What follows belongs to an exercise in optimizing a design on an open flow for small area, a short achievable clock period and few clock cycles per item; a production flow would make more cautious choices.
At most, simulation tests tie the RTL to the original design; equivalence was not proved.
Power is estimated from default activity; no workload was simulated.

==> branch pepper <==
// ipm_dmx
module ipm_dmx (
    input  logic             clk,
    input  logic             rstn,
    input  logic             cfg_valid_i,
    input  dmx_pkg::dmx_cfg_t         cfg_i,
    output logic             cfg_ready_o,
    input  dmx_pkg::lane_vec_t        dram_data_i,
    input  logic             dram_empty_i,
    output logic             dram_pop_o,
    input  dmx_pkg::lane_vec_t        smem_data_i,
    input  logic [dmx_pkg::SEL_W-1:0] smem_sel_i,
    input  logic             smem_empty_i,
    output logic             smem_pop_o,
    output dmx_pkg::lane_vec_t        dout_weight_o,
    output dmx_pkg::lane_vec_t        dout_act_o,
    output logic             valid_o,
    input  logic             ready_i
);
==> module dmx_datapath, before the edit <==
module dmx_datapath (
    input  logic             clk,
    input  logic             rstn,
    input  logic             ready_i,
    input  logic             accept_i,
    input  logic             bcast_i,
    input  dmx_pkg::lane_vec_t        dram_data_i,
    input  dmx_pkg::lane_vec_t        smem_data_i,
    input  logic [dmx_pkg::SEL_W-1:0] smem_sel_i,
    output dmx_pkg::lane_vec_t        dout_weight_o,
    output dmx_pkg::lane_vec_t        dout_act_o,
    output logic             valid_o,
    output logic             out_free_o
);
    logic                       valid_q;
    dmx_pkg::lane_vec_t         w_q;
    dmx_pkg::lane_vec_t         a_q;
    logic [dmx_pkg::LANE_W-1:0] bc_lane;
    logic [dmx_pkg::NUM_PE*dmx_pkg::LANE_W-1:0] smem_flat;
    assign smem_flat  = smem_data_i;
    assign bc_lane    = smem_flat[smem_sel_i*dmx_pkg::LANE_W +: dmx_pkg::LANE_W];
    assign out_free_o = !valid_q || ready_i;
    always_ff @(posedge clk) begin
        if (!rstn) begin
            valid_q <= 1'b0;
        end else if (out_free_o) begin
            valid_q <= accept_i;
        end
    end
    logic [dmx_pkg::LANE_W-1:0] ld_bc_lane;
    logic [dmx_pkg::NUM_PE*dmx_pkg::LANE_W-1:0] dram_flat;
    logic [dmx_pkg::NUM_PE*dmx_pkg::LANE_W-1:0] w_flat;
    logic [dmx_pkg::NUM_PE*dmx_pkg::LANE_W-1:0] a_flat;
    assign dram_flat  = dram_data_i;
    assign w_q        = w_flat;
    assign a_q        = a_flat;
    assign ld_bc_lane = bc_lane & {dmx_pkg::LANE_W{out_free_o && bcast_i}};
    for (genvar l = 0; l < dmx_pkg::NUM_PE; l++) begin : g_lane
        dmx_out_lane u_lane (
            .clk     (clk),
            .ready_i (ready_i),
            .valid_i (valid_q),
            .bcast_i (bcast_i),
            .w_i     (dram_flat[l*dmx_pkg::LANE_W +: dmx_pkg::LANE_W]),
            .a_i     (smem_flat[l*dmx_pkg::LANE_W +: dmx_pkg::LANE_W]),
            .bc_i    (ld_bc_lane),
            .w_o     (w_flat[l*dmx_pkg::LANE_W +: dmx_pkg::LANE_W]),
            .a_o     (a_flat[l*dmx_pkg::LANE_W +: dmx_pkg::LANE_W])
        );
    end
    assign dout_weight_o = w_q;
    assign dout_act_o    = a_q;
    assign valid_o       = valid_q;
endmodule
==> module dmx_out_lane, before the edit <==
module dmx_out_lane (
    input  logic                       clk,
    input  logic                       ready_i,
    input  logic                       valid_i,
    input  logic                       bcast_i,
    input  logic [dmx_pkg::LANE_W-1:0] w_i,
    input  logic [dmx_pkg::LANE_W-1:0] a_i,
    input  logic [dmx_pkg::LANE_W-1:0] bc_i,
    output logic [dmx_pkg::LANE_W-1:0] w_o,
    output logic [dmx_pkg::LANE_W-1:0] a_o
);
    logic ld;
    logic ld_uni;
    logic hold;
    dmx_lane_ctl u_ctl (
        .ready_i  (ready_i),
        .valid_i  (valid_i),
        .bcast_i  (bcast_i),
        .ld_o     (ld),
        .ld_uni_o (ld_uni),
        .hold_o   (hold)
    );
    dmx_lane_reg u_w (
        .clk    (clk),
        .d_i    (w_i),
        .ld_i   (ld),
        .hold_i (hold),
        .q_o    (w_o)
    );
    dmx_act_reg u_a (
        .clk    (clk),
        .d_i    (a_i),
        .bc_i   (bc_i),
        .ld_i   (ld_uni),
        .hold_i (hold),
        .q_o    (a_o)
    );
endmodule
==> module dmx_lane_ctl, before the edit <==
module dmx_lane_ctl (
    input  logic ready_i,
    input  logic valid_i,
    input  logic bcast_i,
    output logic ld_o,
    output logic ld_uni_o,
    output logic hold_o
);
    assign ld_o     = ready_i || !valid_i;
    assign hold_o   = !ready_i && valid_i;
    assign ld_uni_o = ld_o && !bcast_i;
endmodule
Settings: LEC_CHECK=0, ABC_CLOCK_PERIOD_IN_PS=2400, CAP_MARGIN=20, CORE_AREA=5 5 325 325, CTS_CLUSTER_DIAMETER=100, CTS_CLUSTER_SIZE=24, DIE_AREA=0 0 330 330, SETUP_SLACK_MARGIN=2.4, SLEW_MARGIN=20, SYNTH_HIERARCHICAL=1, SYNTH_MINIMUM_KEEP_SIZE=0; clock period 5.0 ns.
standard.sh (not shown) runs the stock make flow with config.mk's settings and CLKGATE_MAP_FILE= SYNTH_SCRIPT=/design/flow/synth_recipe.tcl, a recipe that flattens the netlist after the stock synthesis.
==> flow/flow/run.sh <==
#!/bin/bash
# Standard layout (the standard.sh, unchanged synthesis), with the port
# buffers made from the smallest buffer instead of the resizer's default pick.
set -o pipefail
bash standard.sh BUFFER_PORTS_ARGS="-buffer_cell sky130_fd_sc_hd__buf_1" finish > standard.log 2>&1
==> inputs of branch quartz, as changes to branch pepper <==
--- a/flow/design.v
+++ b/flow/design.v
@@ -276,2 +276,5 @@
     end
+    logic                       ld;
+    logic                       ld_uni;
+    logic                       hold;
     logic [dmx_pkg::LANE_W-1:0] ld_bc_lane;
@@ -280,17 +283,24 @@
     logic [dmx_pkg::NUM_PE*dmx_pkg::LANE_W-1:0] a_flat;
-    assign dram_flat  = dram_data_i;
-    assign w_q        = w_flat;
-    assign a_q        = a_flat;
+    assign dram_flat = dram_data_i;
+    assign w_q       = w_flat;
+    assign a_q       = a_flat;
+    assign ld         = out_free_o;
+    assign hold       = !out_free_o;
+    assign ld_uni     = out_free_o && !bcast_i;
     assign ld_bc_lane = bc_lane & {dmx_pkg::LANE_W{out_free_o && bcast_i}};
     for (genvar l = 0; l < dmx_pkg::NUM_PE; l++) begin : g_lane
-        dmx_out_lane u_lane (
-            .clk     (clk),
-            .ready_i (ready_i),
-            .valid_i (valid_q),
-            .bcast_i (bcast_i),
-            .w_i     (dram_flat[l*dmx_pkg::LANE_W +: dmx_pkg::LANE_W]),
-            .a_i     (smem_flat[l*dmx_pkg::LANE_W +: dmx_pkg::LANE_W]),
-            .bc_i    (ld_bc_lane),
-            .w_o     (w_flat[l*dmx_pkg::LANE_W +: dmx_pkg::LANE_W]),
-            .a_o     (a_flat[l*dmx_pkg::LANE_W +: dmx_pkg::LANE_W])
+        dmx_lane_reg u_w (
+            .clk    (clk),
+            .d_i    (dram_flat[l*dmx_pkg::LANE_W +: dmx_pkg::LANE_W]),
+            .ld_i   (ld),
+            .hold_i (hold),
+            .q_o    (w_flat[l*dmx_pkg::LANE_W +: dmx_pkg::LANE_W])
+        );
+        dmx_act_reg u_a (
+            .clk    (clk),
+            .d_i    (smem_flat[l*dmx_pkg::LANE_W +: dmx_pkg::LANE_W]),
+            .bc_i   (ld_bc_lane),
+            .ld_i   (ld_uni),
+            .hold_i (hold),
+            .q_o    (a_flat[l*dmx_pkg::LANE_W +: dmx_pkg::LANE_W])
         );
@@ -301,52 +311,2 @@
 endmodule
-module dmx_out_lane (
-    input  logic                       clk,
-    input  logic                       ready_i,
-    input  logic                       valid_i,
-    input  logic                       bcast_i,
-    input  logic [dmx_pkg::LANE_W-1:0] w_i,
-    input  logic [dmx_pkg::LANE_W-1:0] a_i,
-    input  logic [dmx_pkg::LANE_W-1:0] bc_i,
-    output logic [dmx_pkg::LANE_W-1:0] w_o,
-    output logic [dmx_pkg::LANE_W-1:0] a_o
-);
-    logic ld;
-    logic ld_uni;
-    logic hold;
-    dmx_lane_ctl u_ctl (
-        .ready_i  (ready_i),
-        .valid_i  (valid_i),
-        .bcast_i  (bcast_i),
-        .ld_o     (ld),
-        .ld_uni_o (ld_uni),
-        .hold_o   (hold)
-    );
-    dmx_lane_reg u_w (
-        .clk    (clk),
-        .d_i    (w_i),
-        .ld_i   (ld),
-        .hold_i (hold),
-        .q_o    (w_o)
-    );
-    dmx_act_reg u_a (
-        .clk    (clk),
-        .d_i    (a_i),
-        .bc_i   (bc_i),
-        .ld_i   (ld_uni),
-        .hold_i (hold),
-        .q_o    (a_o)
-    );
-endmodule
-module dmx_lane_ctl (
-    input  logic ready_i,
-    input  logic valid_i,
-    input  logic bcast_i,
-    output logic ld_o,
-    output logic ld_uni_o,
-    output logic hold_o
-);
-    assign ld_o     = ready_i || !valid_i;
-    assign hold_o   = !ready_i && valid_i;
-    assign ld_uni_o = ld_o && !bcast_i;
-endmodule
 module dmx_lane_reg (
- SETUP_SLACK_MARGIN: 2.4 -> 2.6
==> notes.md <==
|  | branch pepper | branch quartz |
|---|---|---|
| Outcome | timing/DRC/antenna clean | finished with violations |
| Layout check failures | - | slew limit |
| Number of global-route vias before repair | 18820 | 18060 |
| Initial core utilization | 21.74% | 21.21% |
| Actual slew at the worst max-slew pin | 933.4 ps | 1625 ps |
| Invs w/o clock | 63 | 13 |
| Total met3 wirelength after detailed routing | 14990 um | 10980 um |
| Maximum cell stage delay along the critical path | 220 ps | 290 ps |
| Post-cts gate resize count | 49 | 84 |
| Hold worst-path end | u_datapath.g_lane[4].u_lane.u_w.q_o[15] | u_datapath.g_lane[10].u_w.q_o[8] |
| Clock network power share | 32.1% | 30.2% |
| Average wire per cell in the routed design | 31.79 um | 28.87 um |
| Met3 Use GR | 8.066% | 6.613% |
| FF-to-FF path depth | 8 | 5 |
| Synthesis-to-layout area growth | 26.62% | 29.94% |
| Register-to-Register Setup Slack | 2430 ps | 2520 ps |
| Ratio of cells with drive above 1 in the final layout | 13.43% | 14.43% |
| Max_slew headroom | 37.78% | -8.330% |
| Largest net degree at the start of global routing | 37 | 223 |
| Min Hold Slack | 468.4 ps | 479.4 ps |
| Register Area | 11690 um2 | 11690 um2 |
| Global routing usage on met2 | 34.90% | 30.95% |
| Number of cells on the critical path | 5 | 3 |
| Maximum clock frequency | 372.6 MHz | 384.6 MHz |
| Cell Count Post-Placement | 3906 | 3845 |
| Post-detailed-placement cell area | 26130 um2 | 26000 um2 |
| Switching part of the total | 31.72% | 31.44% |
| Via count normalized by instance count | 5.013 | 4.817 |
Testbench counts of branch quartz, summed over its fixed seeds: cycles 7,808, items 7,792.
Function not checked in branch pepper: the RTL went through the layout flow alone.

==> static timing again, ports no longer ideal <==
No port has a modelled driver above. Below, the same layouts with a new extraction and two added sets of constraints.
Step 1: set_driving_cell puts a clkbuf_16 on clk and a buf_2 on each other input, an assumption about the parent block.
Step 2 adds t to the input delays and takes it off the output delays; t is the mean of the earliest and latest rising clock arrival at the registers after step 1. Input paths then give back, and output paths get back, about the clock's delay inside the block.
Slacks: ideal ports / drivers / drivers and shift; pairs: ideal ports / drivers.
| run | t, ns | setup slack, ns | worst setup path at the end |
|---|---|---|---|
| branch pepper | 0.687 | 2.316 / 2.221 / 1.652 | input to register |
| branch quartz | 0.665 | 2.400 / 2.351 / 1.761 | input to register |
The setup slack of branch pepper, which loses most, moves by -0.095 ns with the drivers and by -0.664 ns with both steps.
